Context: an optimization exercise on an open-source flow, tuned for a short achievable clock period and few clock cycles. The choices shown serve that exercise and are no tape-out recipe.
Only simulation tests tie the RTL to the original design; equivalence was not proved.

==> run P <==
// armTop
module armTop (
	input  logic         clk,
	input  logic         reset,
	input  armPkg::wordT readData,
	output armPkg::wordT writeData,
	output armPkg::wordT adr,
	output logic         memWrite
);
Settings: LEC_CHECK=0, ABC_CLOCK_PERIOD_IN_PS=4000, CAP_MARGIN=20, CORE_MARGIN=2, CORE_UTILIZATION=40, SLEW_MARGIN=20; clock period 13.0 ns.
run.sh (not shown) runs the stock make flow with config.mk's settings and CLKGATE_MAP_FILE= SYNTH_SCRIPT=/design/flow/synth_recipe.tcl, a recipe that flattens the netlist after the stock synthesis.
==> run B (differences from run P) <==
--- a/flow/design.v
+++ b/flow/design.v
@@ -206,32 +206,30 @@
 module regFile (
 	input  logic            clk,
 	input  logic            we,
 	input  armPkg::regAddrT wa,
 	input  armPkg::wordT    wd,
-	input  logic [15:0]     selA,
-	input  logic [15:0]     selB,
+	input  armPkg::regAddrT raN,
+	input  armPkg::regAddrT raD,
+	input  armPkg::regAddrT raS,
+	input  armPkg::regAddrT raM,
 	input  armPkg::wordT    r15,
-	output armPkg::wordT    rdA,
-	output armPkg::wordT    rdB
+	output armPkg::wordT    rdN,
+	output armPkg::wordT    rdD,
+	output armPkg::wordT    rdS,
+	output armPkg::wordT    rdM
 );
-	logic [14:0][31:0] regs;
+	armPkg::wordT regs [15];
 	always_ff @(posedge clk) begin
-		for (int i = 0; i < 15; i++) begin
-			if (we && (wa == 4'(i))) begin
-				regs[i] <= wd;
-			end
-		end
-	end
-	always_comb begin
-		rdA = {32{selA[15]}} & r15;
-		rdB = {32{selB[15]}} & r15;
-		for (int i = 0; i < 15; i++) begin
-			rdA = rdA | ({32{selA[i]}} & regs[i]);
-			rdB = rdB | ({32{selB[i]}} & regs[i]);
+		if (we && (wa != 4'd15)) begin
+			regs[wa] <= wd;
 		end
 	end
+	assign rdN = (raN == 4'd15) ? r15 : regs[raN];
+	assign rdD = (raD == 4'd15) ? r15 : regs[raD];
+	assign rdS = (raS == 4'd15) ? r15 : regs[raS];
+	assign rdM = (raM == 4'd15) ? r15 : regs[raM];
 endmodule
 `timescale 1ns/1ns
 import armPkg::*;
 module datapath (
 	input  logic         clk,
@@ -247,16 +245,11 @@
 	logic         fetchQ;
 	logic         memWQ;
 	logic         vD;
 	armPkg::wordT irD;
 	armPkg::wordT pc8D;
-	armPkg::regAddrT raD, rbD;
-	logic [15:0]     selAD, selBD;
 	logic            vE;
-	logic            brChkE;
-	logic            predE;
-	armPkg::wordT    altE;
 	logic            mulPhE;
 	logic            isMulE;
 	logic            isLoadE;
 	logic            wrE;
 	logic            sE;
@@ -297,58 +290,66 @@
 	armPkg::regAddrT rnD, rdD, rsD, rmD;
 	assign rnD = irD[19:16];
 	assign rdD = irD[15:12];
 	assign rsD = irD[11:8];
 	assign rmD = irD[3:0];
-	armPkg::wordT rfA, rfB;
+	armPkg::wordT rfN, rfD, rfS, rfM;
 	armPkg::wordT resE;
 	logic         wrEnE;
 	logic         condE;
 	logic         stallE;
 	logic         redirE;
 	regFile u_regFile (
-		.clk  (clk),
-		.we   (wrEnE),
-		.wa   (destE),
-		.wd   (resE),
-		.selA (selAD),
-		.selB (selBD),
-		.r15  (pc8D),
-		.rdA  (rfA),
-		.rdB  (rfB)
+		.clk (clk),
+		.we  (wrEnE),
+		.wa  (destE),
+		.wd  (resE),
+		.raN (rnD),
+		.raD (rdD),
+		.raS (rsD),
+		.raM (rmD),
+		.r15 (pc8D),
+		.rdN (rfN),
+		.rdD (rfD),
+		.rdS (rfS),
+		.rdM (rfM)
 	);
-	logic hitA, hitB;
-	assign hitA = wrEnE & (destE == raD);
-	assign hitB = wrEnE & (destE == rbD);
+	logic hitN, hitD, hitS, hitM;
+	assign hitN = wrEnE & (destE == rnD);
+	assign hitD = wrEnE & (destE == rdD);
+	assign hitS = wrEnE & (destE == rsD);
+	assign hitM = wrEnE & (destE == rmD);
 	armPkg::wordT opA, opB, stData;
-	assign opA    = hitA ? resE : rfA;
-	assign stData = hitB ? resE : rfB;
-	assign opB    = (irD[25] & ~isMulD) ? {24'd0, irD[7:0]} : stData;
+	always_comb begin
+		if (isMulD) begin
+			opA = hitM ? resE : rfM;
+			opB = hitS ? resE : rfS;
+		end else begin
+			opA = hitN ? resE : rfN;
+			opB = irD[25] ? {24'd0, irD[7:0]} : (hitM ? resE : rfM);
+		end
+	end
+	assign stData = hitD ? resE : rfD;
 	armPkg::wordT memAdrD;
-	assign memAdrD = rfA + {20'd0, irD[11:0]};
-	logic isPcImmD, isBrD;
-	assign isPcImmD = isDpD & irD[25] & arithD & ~subD & ~irD[20] & (rnD == 4'd15) & (rdD == 4'd15);
-	assign isBrD    = isBD | isPcImmD;
+	assign memAdrD = rfN + {20'd0, irD[11:0]};
 	armPkg::wordT brTgtD;
-	assign brTgtD = pc8D + (isBD ? {{6{irD[23]}}, irD[23:0], 2'b00} : {24'd0, irD[7:0]});
+	assign brTgtD = pc8D + {{6{irD[23]}}, irD[23:0], 2'b00};
 	logic condD;
 	condUnit u_condD (
 		.cond   (irD[31:28]),
 		.flags  (flags),
 		.condEx (condD)
 	);
-	logic flagsPend, specD, predD, stallD, advD, takenD, memGoD, exGoD;
+	logic flagsPend, stallD, advD, takenD, memGoD, exGoD;
 	assign flagsPend = vE & sE & condE;
-	assign specD  = isBrD & ~isAlD & flagsPend;
-	assign predD  = isBD & irD[23];
 	assign stallD = stallE
-		| (isMemD & ~isAlD & flagsPend)
-		| (isMemD & hitA);
+		| ((isBD | isMemD) & ~isAlD & flagsPend)
+		| (isMemD & hitN);
 	assign advD   = vD & ~stallD & ~redirE;
-	assign takenD = advD & isBrD & (specD ? predD : condD);
+	assign takenD = advD & isBD & condD;
 	assign memGoD = advD & isMemD & condD;
-	assign exGoD  = advD & ((isDpD & ~isPcImmD) | isMulD | (isLoadD & condD) | specD);
+	assign exGoD  = advD & (isDpD | isMulD | (isLoadD & condD));
 	armPkg::wordT aluRes, mulRes;
 	logic         aluC, aluV;
 	alu u_alu (
 		.a       (aE),
 		.b       (bE),
@@ -377,13 +378,11 @@
 		.condEx (condE)
 	);
 	assign resE   = isLoadE ? readData : (isMulE ? mulRes : aluRes);
 	assign stallE = vE & isMulE & ~mulPhE;
 	assign wrEnE  = vE & wrE & condE & ~stallE;
-	assign redirE = vE & ((pcwE & condE) | (brChkE & (condE ^ predE)));
-	armPkg::wordT redirTgtE;
-	assign redirTgtE = brChkE ? altE : aluRes;
+	assign redirE = vE & pcwE & condE;
 	logic flagWE;
 	logic nE, zE;
 	assign flagWE = vE & sE & condE & ~stallE;
 	assign nE = isMulE ? mulRes[31] : aluRes[31];
 	assign zE = isMulE ? (mulRes == '0) : (aluRes == '0);
@@ -411,12 +410,12 @@
 			memWQ  <= 1'b0;
 			vD     <= 1'b0;
 		end else begin
 			memWQ <= 1'b0;
 			if (redirE) begin
-				adrQ   <= redirTgtE;
-				fpcQ   <= redirTgtE;
+				adrQ   <= aluRes;
+				fpcQ   <= aluRes;
 				fetchQ <= 1'b1;
 				vD     <= 1'b0;
 			end else if (takenD) begin
 				adrQ   <= brTgtD;
 				fpcQ   <= brTgtD;
@@ -434,24 +433,14 @@
 				fetchQ <= 1'b1;
 				vD     <= acceptF | (vD & ~advD);
 			end
 		end
 	end
-	logic            mulF, storeF;
-	armPkg::regAddrT raF, rbF;
-	assign mulF   = (readData[27:21] == 7'd0) & (readData[7:4] == 4'b1001);
-	assign storeF = (readData[27:26] == 2'b01) & ~readData[20];
-	assign raF    = mulF ? readData[3:0] : readData[19:16];
-	assign rbF    = storeF ? readData[15:12] : (mulF ? readData[11:8] : readData[3:0]);
 	always_ff @(posedge clk) begin
 		if (acceptF) begin
-			irD   <= readData;
-			pc8D  <= fpcQ + 32'd8;
-			raD   <= raF;
-			rbD   <= rbF;
-			selAD <= 16'd1 << raF;
-			selBD <= 16'd1 << rbF;
+			irD  <= readData;
+			pc8D <= fpcQ + 32'd8;
 		end
 		wdQ <= stData;
 	end
 	always_ff @(posedge clk or posedge reset) begin
 		if (reset) begin
@@ -466,18 +455,15 @@
 		mulRowsE <= mulRowsN;
 		if (!stallE) begin
 			aE      <= opA;
 			bE      <= opB;
 			isMulE  <= isMulD;
-			brChkE  <= isBrD;
-			predE   <= predD;
-			altE    <= predD ? (pc8D - 32'd4) : brTgtD;
 			isLoadE <= isLoadD;
 			condFE  <= isLoadD ? 4'b1110 : irD[31:28];
-			sE      <= irD[20] & ~isMemD & ~isBD;
+			sE      <= irD[20] & ~isMemD;
 			wrE     <= isLoadD | isMulD | (isDpD & (rdD != 4'd15));
-			pcwE    <= isDpD & ~isPcImmD & (rdD == 4'd15);
+			pcwE    <= isDpD & (rdD == 4'd15);
 			destE   <= isMulD ? rnD : rdD;
 			cvE     <= cvD & ~isMulD;
 			subE    <= subD & ~isMulD;
 			arithE  <= arithD | isMulD;
 			andE    <= andD & ~isMulD;
- ABC_CLOCK_PERIOD_IN_PS: 4000 -> unset
==> comparison table <==
item	run P	run B
Core region area	0.146 mm²	0.163 mm²
Max-Slew Margin vs Limit	17.1%	23.0%
Non-clock buffer share	3.09%	2.87%
Die span in y	387 µm	410 µm
Pre-antenna DRT Iters	6	7
Length of routed met3 wiring	32.7 mm	32.5 mm
Stages on the worst setup path	11	17
Routed met2 length	100 mm	108 mm
Skew-Pair Late Insertion Delay	0.76 ns	0.79 ns
Horizontal die dimension	387 µm	410 µm
Total number of sequential cells	874	816
Fill cell total of the finished layout	13426	14870
Post-route clock skew	0.0664 ns	0.0968 ns
Result of the run	finished clean	finished clean
Leading cell type in the layout, fill and taps excluded	sky130_fd_sc_hd__edfxtp_1	sky130_fd_sc_hd__nand2_1
Fin cells	7414	8047
Synth async-reset ratio	8.35%	8.95%
Capture point of the worst path	u_datapath.flags[2]	u_datapath.adrQ[29]
Post-route cell area	0.0653 mm²	0.0728 mm²
Clk sink count	874	816
Minimum setup slack in the final design	7.12 ns	6.75 ns
Average size of a mapped cell	11.0 µm²	11.3 µm²
Testbench counts of run P, summed over its fixed seeds: cycles 147,816.
Testbench counts of run B, summed over its fixed seeds: cycles 151,316.

## separate check: timing with driven ports
Ports are ideal in the flow. The routed layouts listed here were re-timed in OpenROAD. Step 1 (the two cells are an assumption about what drives the block):
set clk [get_ports {clk}]
set_driving_cell -lib_cell sky130_fd_sc_hd__clkbuf_16 $clk
set_driving_cell -lib_cell sky130_fd_sc_hd__buf_2 [delete_from_list [all_inputs] $clk]
Step 2 adds t to the input delays and takes it off the output delays; t is the mean of the earliest and latest rising clock arrival at the registers after step 1. Input paths then give back, and output paths get back, about the clock's delay inside the block. Slacks: no drivers / after step 1 / after step 2; pairs: no drivers / after step 1.
| run | t (ns) | setup slack, ns | clock arrival spread, ns | worst register clock-pin slew, ns | worst data-port slew with drivers (ns) |
|---|---|---|---|---|---|
| run P | 0.808 | 7.120 / 7.120 / 7.120 | 0.072 / 0.071 | 0.07 / 0.07 | 0.04 |
| run B | 0.827 | 6.747 / 6.747 / 6.747 | 0.098 / 0.098 | 0.07 / 0.07 | 0.06 |
After both steps setup and hold are still met in every run listed.
